Source: an optimization exercise on an open RTL-to-GDS flow (aim: small area and a short achievable clock period). Production flows keep margins and buffers that such runs may drop.
In this exercise RTL edits were held to simulation tests only and were not proved equivalent to the original.
Power and IR drop assume default switching activity.

`config.mk`:
```
export PLATFORM = sky130hd
export DESIGN_NAME = ahb_sram_slave
export DESIGN_NICKNAME = ahb_sram_slave
export VERILOG_FILES = /design/flow/design.v
export SDC_FILE = /design/flow/constraint.sdc
export NUM_CORES = 4
export LEC_CHECK = 0
export CAP_MARGIN = 20
export CORE_MARGIN = 2
export CORE_UTILIZATION = 40
export SETUP_SLACK_MARGIN = 0.2
export SLEW_MARGIN = 20
```
`design.v`:
```
module ahb_sram_slave #(
  parameter int                    ADDR_WIDTH  = 32,
  parameter int                    DATA_WIDTH  = 32,
  parameter int                    DEPTH       = 64,
  parameter logic [ADDR_WIDTH-1:0] BASE        = 32'h4000_0100,
  parameter int                    WAIT_STATES = 1,
  parameter bit                    READ_ONLY   = 1'b0
) (
  input  logic                  HCLK,
  input  logic                  HRESETn,
  input  logic                  HSELx,
  input  logic [ADDR_WIDTH-1:0] HADDR,
  input  logic                  HWRITE,
  input  logic [2:0]            HSIZE,
  input  logic [2:0]            HBURST,
  input  logic [3:0]            HPROT,
  input  logic [1:0]            HTRANS,
  input  logic                  HMASTLOCK,
  input  logic                  HREADY,
  input  logic [DATA_WIDTH-1:0] HWDATA,
  output logic                  HREADYOUT,
  output logic                  HRESP,
  output logic [DATA_WIDTH-1:0] HRDATA
);
  localparam int BYTES     = DATA_WIDTH / 8;
  localparam int LANE_BITS = $clog2(BYTES);
  localparam int IDX_BITS  = $clog2(DEPTH);
  localparam int WIN_BITS  = LANE_BITS + IDX_BITS;
  localparam logic [3:0] WS = 4'(WAIT_STATES);
  typedef enum logic [1:0] {
    S_IDLE = 2'd0,
    S_WAIT = 2'd1,
    S_ERR1 = 2'd2,
    S_ERR2 = 2'd3
  } state_t;
  state_t r_state;
  state_t w_state_next;
  logic                 r_valid;
  logic                 r_wr;
  logic                 r_err;
  logic [IDX_BITS-1:0]  r_idx;
  logic [BYTES-1:0]     r_strb;
  logic [3:0]           r_cnt;
  logic [DATA_WIDTH-1:0] r_mem [DEPTH];
  logic                w_in_window;
  logic                w_size_err;
  logic                w_align_err;
  logic                w_ro_err;
  logic                w_err;
  logic                w_can_accept;
  logic                w_accept;
  logic [IDX_BITS-1:0] w_idx;
  logic [BYTES-1:0]    w_strb;
  logic                w_commit;
  logic                w_rd_en;
  logic                w_unused;
  assign w_in_window = (HADDR[ADDR_WIDTH-1:WIN_BITS] == BASE[ADDR_WIDTH-1:WIN_BITS]);
  assign w_size_err  = (HSIZE > 3'(LANE_BITS));
  assign w_ro_err    = READ_ONLY && HWRITE;
  always_comb begin
    w_align_err = 1'b0;
    for (int b = 0; b < LANE_BITS; b++) begin
      if ((3'(b) < HSIZE) && HADDR[b]) begin
        w_align_err = 1'b1;
      end
    end
  end
  assign w_err = ~w_in_window | w_size_err | w_align_err | w_ro_err;
  assign w_idx = HADDR[LANE_BITS +: IDX_BITS];
  for (genvar gi = 0; gi < BYTES; gi++) begin : g_strb
    assign w_strb[gi] = ((LANE_BITS'(gi) >> HSIZE) == (HADDR[LANE_BITS-1:0] >> HSIZE));
  end
  assign w_can_accept = (r_state == S_IDLE) || (r_state == S_ERR2);
  assign w_accept     = w_can_accept & HSELx & HREADY & HTRANS[1];
  assign w_unused = ^{HBURST, HPROT, HMASTLOCK, HTRANS[0]};
  always_ff @(posedge HCLK or negedge HRESETn) begin
    if (!HRESETn) begin
      r_state <= S_IDLE;
    end else begin
      r_state <= w_state_next;
    end
  end
  always_comb begin
    w_state_next = r_state;
    case (r_state)
      S_IDLE, S_ERR2: begin
        if (w_accept) begin
          if (w_err) begin
            w_state_next = S_ERR1;
          end else if (WS != 4'd0) begin
            w_state_next = S_WAIT;
          end else begin
            w_state_next = S_IDLE;
          end
        end else begin
          w_state_next = S_IDLE;
        end
      end
      S_WAIT: begin
        if (r_cnt == 4'd1) begin
          w_state_next = S_IDLE;
        end
      end
      S_ERR1:  w_state_next = S_ERR2;
      default: w_state_next = S_IDLE;
    endcase
  end
  always_comb begin
    HREADYOUT = 1'b1;
    HRESP     = 1'b0;
    case (r_state)
      S_WAIT: begin
        HREADYOUT = 1'b0;
        HRESP     = 1'b0;
      end
      S_ERR1: begin
        HREADYOUT = 1'b0;
        HRESP     = 1'b1;
      end
      S_ERR2: begin
        HREADYOUT = 1'b1;
        HRESP     = 1'b1;
      end
      default: begin
        HREADYOUT = 1'b1;
        HRESP     = 1'b0;
      end
    endcase
  end
  always_ff @(posedge HCLK or negedge HRESETn) begin
    if (!HRESETn) begin
      r_valid <= 1'b0;
      r_wr    <= 1'b0;
      r_err   <= 1'b0;
      r_idx   <= '0;
      r_strb  <= '0;
      r_cnt   <= 4'd0;
    end else begin
      if (w_accept) begin
        r_valid <= 1'b1;
        r_wr    <= HWRITE;
        r_err   <= w_err;
        r_idx   <= w_idx;
        r_strb  <= w_strb;
        r_cnt   <= WS;
      end else begin
        if (w_can_accept) begin
          r_valid <= 1'b0;
        end
        if (r_state == S_WAIT) begin
          r_cnt <= r_cnt - 4'd1;
        end
      end
    end
  end
  assign w_commit = (r_state == S_IDLE) & r_valid & ~r_err & r_wr;
  always_ff @(posedge HCLK) begin
    if (w_commit) begin
      for (int b = 0; b < BYTES; b++) begin
        if (r_strb[b]) begin
          r_mem[r_idx][b*8 +: 8] <= HWDATA[b*8 +: 8];
        end
      end
    end
  end
  assign w_rd_en = r_valid & ~r_err & ~r_wr;
  assign HRDATA  = w_rd_en ? r_mem[r_idx] : '0;
endmodule
```
`constraint.sdc`:
```
create_clock -name core_clock -period 6.0 [get_ports {HCLK}]
set_input_delay 1.2000 -clock core_clock [delete_from_list [all_inputs] [get_ports {HCLK}]]
set_output_delay 1.2000 -clock core_clock [all_outputs]
set_load 0.01 [all_outputs]
```
`run.sh`:
```
#!/bin/bash
# synth_recipe.tcl (not shown) runs the flow's synth.tcl, then flattens the netlist and writes it again
# the make line also repeats each setting of config.mk as NAME=value (left out here)
make -C /OpenROAD-flow-scripts/flow DESIGN_CONFIG=/design/flow/config.mk WORK_HOME=/design/flow/orfs CLKGATE_MAP_FILE= SYNTH_SCRIPT=/design/flow/synth_recipe.tcl finish
```
==> notes.md <==
==> how the worst max path moves through the flow <==
stage	cells past startpoint	startpoint	slack [ps]	to
6_report	9	r_idx[0]$_DFFE_PN0P_	150	HRDATA[11]
4_1_cts	9	r_idx[1]$_DFFE_PN0P_	100	HRDATA[23]
2_1_floorplan	8	r_idx[0]$_DFFE_PN0P_	2860	HRDATA[18]
3_3_place_gp	7	r_idx[5]$_DFFE_PN0P_	480	HRDATA[11]
3_5_place_dp	7	r_idx[5]$_DFFE_PN0P_	480	HRDATA[11]
5_1_grt	9	r_idx[0]$_DFFE_PN0P_	130	HRDATA[11]
==> power by group through the flow <==
stage	logic, uW	registers (uW)	clock network (uW)
final	9890	16000	12400
after global routing	10200	16000	13000
after CTS	9650	16000	12500
after detailed placement	9310	16400	0
after global placement	9270	16400	0
after floorplan	5270	16200	0
==> timing repair <==
item | CTS | global route
buffers inserted | 24 | 3
resized for setup | 43 | 10
pin swaps | 8 | 1
setup endpoints to repair | 32 | 18
==> metal layers <==
layer | part of all wire | wire, um | vias up | track usage
met5 | 0.00036 | 95 | - | 0
li1 | - | - | 19800 | -
met3 | 0.11 | 27400 | 581 | 0.0567
met4 | 0.056 | 14700 | 14 | 0.126
met1 | 0.38 | 99700 | 24900 | 0.334
met2 | 0.46 | 119000 | 3089 | 0.386
==> layout by cell type (no fill, tap or decap), types with 45 or more instances in the layout <==
| cell type | Yosys | layout |
|---|---|---|
| edfxtp_1 | 2048 | 2048 |
| a22oi_1 | 447 | 447 |
| nor2_1 | 328 | 320 |
| a221oi_1 | 240 | 240 |
| buf_4 | 22 | 238 |
| clkbuf_16 | 0 | 205 |
| o22ai_1 | 175 | 175 |
| nand2_1 | 133 | 121 |
| mux2i_1 | 102 | 102 |
| mux2_2 | 92 | 92 |
| a22o_1 | 83 | 83 |
| o21ai_0 | 78 | 75 |
| clkdlybuf4s50_1 | 0 | 74 |
| nand3_1 | 58 | 56 |
| clkinv_1 | 1 | 51 |
| a31oi_1 | 52 | 50 |
| clkbuf_1 | 166 | 50 |
| a21oi_1 | 45 | 45 |
==> metrics by stage <==
stage                     std cells  total power [uW]  utilization  area, um2
after floorplan                4676             21500            -      79700
after global placement         7296             25600        0.427      84400
after detailed placement       7296             25700        0.427      84400
after CTS                      7697             38100        0.462      91300
after global routing           7702             39200        0.462      91400
final                          7710             38300        0.462      91400
==> cell type report <==
class | instances | area [um2] | share of cell area
Sequential cell | 2067 | 62000 | 0.678
Multi-Input combinational cell | 2232 | 16300 | 0.179
Clock buffer | 257 | 5350 | 0.0585
Timing Repair Buffer | 375 | 3330 | 0.0364
Tap cell | 2640 | 3300 | 0.0361
Clock inverter | 120 | 1030 | 0.0112
Inverter | 9 | 40.0 | 0.000438
Antenna cell | 10 | 25.0 | 0.000274
==> worst max-delay path: stages, from the launching register on <==
cell and delay (ps):
dfrtp_4 640, buf_12 250, nand2b_2 220, buf_4 250
o22ai_1 100, a21oi_1 210, o21ai_0 370, a2111oi_4 760
a31oi_2 340, clkdlybuf4s50_1 640
==> flip-flops by register name, indices dropped and copies added, names as in the netlist <==
| signal | cells |
|---|---|
| r_err | 1 |
| r_valid | 1 |
| r_cnt | 4 |
| r_mem | 2048 |
| r_wr | 1 |
| r_strb | 4 |
| r_state | 2 |
| r_idx | 6 |
==> cells by family after synthesis <==
family | synth area share
xor+xnor | 0.000330
simple gates | 0.0384
compound gates | 0.124
flops | 0.778
mux | 0.0366
fa+ha+maj | 0.000942
buf+inv | 0.0221
==> flow_metrics.tcl <==
set metrics [dict create \
    pin_slew_with_the_least_headroom_to_its_limit_ps 1180 \
    synth.distinct_cells 64 \
    drt_wl_total_um 261000 \
    worst_ep_required_time_ps 4800 \
    first_iter_violations 7239 \
    detailroute.via_count 48400 \
    final_max_slew_viol_count 0 \
    clock_insertion_delay_worst_skew_ps 870 \
    floorplan.die.height_um 450 \
    max_clock_freq_ghz 0.171 \
    cts-htree-levels 4 \
    number_of_antenna_violations_at_the_first_check_in_global_routing 16 \
    max-cap-violations 0 \
    synth_seq_cells 2067 \
    fraction_of_layout_cells_with_a_size_suffix_above_1 0.159 \
    reg2reg_from "r_idx[5]$_DFFE_PN0P_" \
    seq_total_area_yosys 0.778 \
    placement_rows 163 \
    fin_setup_tns_ps 0 \
    switching_share 0.322 \
    netlist_instances 4676 \
    syn_avg_cell_area_um2 17.0 \
    firstDrtPassIters 6 \
    fin_skew_ps 33.1 \
    timing.final.hold_violations 0 \
    route.detailed.vias_per_inst 6.27 \
    synthDominantCellAreaShare 0.772 \
    drt.antenna.violating_nets 0 \
    net_switching_power_figure_uw 12300 \
    r2r_end "r_mem[9][28]$_DFFE_PP_" \
    final.fill_count 16800 \
    worst_ir_drop_vdd_mv 0.377 \
    worst_hold_path.endpoint "r_valid$_DFFE_PN0P_" \
    synth_largest_area_cell "edfxtp_1" \
    num_io_pins 116 \
    power.internal_uw 26000 \
    min_path_cells 2 \
    grt_pass1_vias 46400 \
    gr-usage-all-layers 0.250 \
    synthToLayoutAreaGrowth_pct 14.7 \
    final.hold.worst_slack_ps 493 \
    clock_sink_count 2067 \
    grt_pass1_wl_um 360000 \
    timing.reg2reg.setup_slack_ps 1810 \
    synthFlopType "edfxtp_1" \
    clock_tree_buf_depth 3 \
    start_util 0.403 \
    share_seq_of_total_power 0.418 \
    cts_tree "yes" \
    yosysMostFrequentCell "edfxtp_1" \
    pwr_dens_nw_per_um2 419 \
    timing.slew.headroom 0.209 \
    cellLeakagePower_uw 0.0278 \
    worst_hold_startpoint "r_valid$_DFFE_PN0P_" \
    outcome "finished clean" \
    floorplan.core_area_um2 198000 \
    place_hpwl_um 166000 \
    cts.root.buffer_cell "clkbuf_16" \
    post-route-drc-count 0 \
    critPathMaxFanout 12 \
    grt_overflow_total 0 \
    place_congestion 0.889 \
    p_comb_frac 0.258 \
    ys.warnings.count 1 \
    synthArstFlopShare 0.00919 \
    ys_top_cells_by_count "edfxtp_1, a22oi_1, nor2_1, a221oi_1, o22ai_1" \
    post_cts_hold_buffer_count 0 \
    criticalPathCategory "flop to primary output" \
    numCtsBuffers 203 \
    min-delay-path-class "flop to flop" \
    setup_viol_count_final 0 \
    syn_nets 4764 \
    place_worst_setup_slack_ps 480 \
    clkPwrFrac 0.323 \
    finalCritPeriodShare 0.974 \
    timing.final.ws_setup_ps 154 \
    drt-wirelength-per-cell_um 33.8 \
    rsz0062_at_grt "yes" \
    worstPathArrival_ps 4650 \
    area_of_the_mapped_netlist_um2 79700 \
    grt_max_degree 92 \
    floorplan.die_area_um2 203000 \
    yosys-top-cells-area "edfxtp_1, a22oi_1, a221oi_1" \
    worst_setup_ep_type "primary output" \
    timing.final.crit_period_ps 5850 \
    cts.reportedPaths.clkPinSlew_ps 60 \
    chipWidth_um 450 \
    cp-start-kind "flop" \
    synth_edf_count 2048 \
    place.port_buffers 106 \
    design.final.nets 4976 \
    ff2ff_path_depth 6 \
]

[port drivers added, routing unchanged]
No port has a modelled driver above. Below, the same layout with a new extraction and two added sets of constraints. Step 1 sets driving cells, clkbuf_16 on the clock port and buf_2 on the other inputs (assumed; they add their load-dependent delay and slew). Step 2 times the ports against the registers' clock, not the clock port: input delays grow and output delays shrink by t, the midpoint of the rising clock arrivals with the driver on. a / b / c = no drivers / after step 1 / after step 2; a / b = the first two.
t (ns): 0.937
setup WS [ns]: 0.154 / 0.066 / 1.003
worst hold slack (ns): 0.493 / 0.493 / 0.493
worst setup path after step 2: register to output
worst data-port slew with drivers (ns): 0.14
After both steps this run still meets setup and hold. The setup slack of this run moves by -0.088 ns with the drivers and by +0.849 ns with both steps.
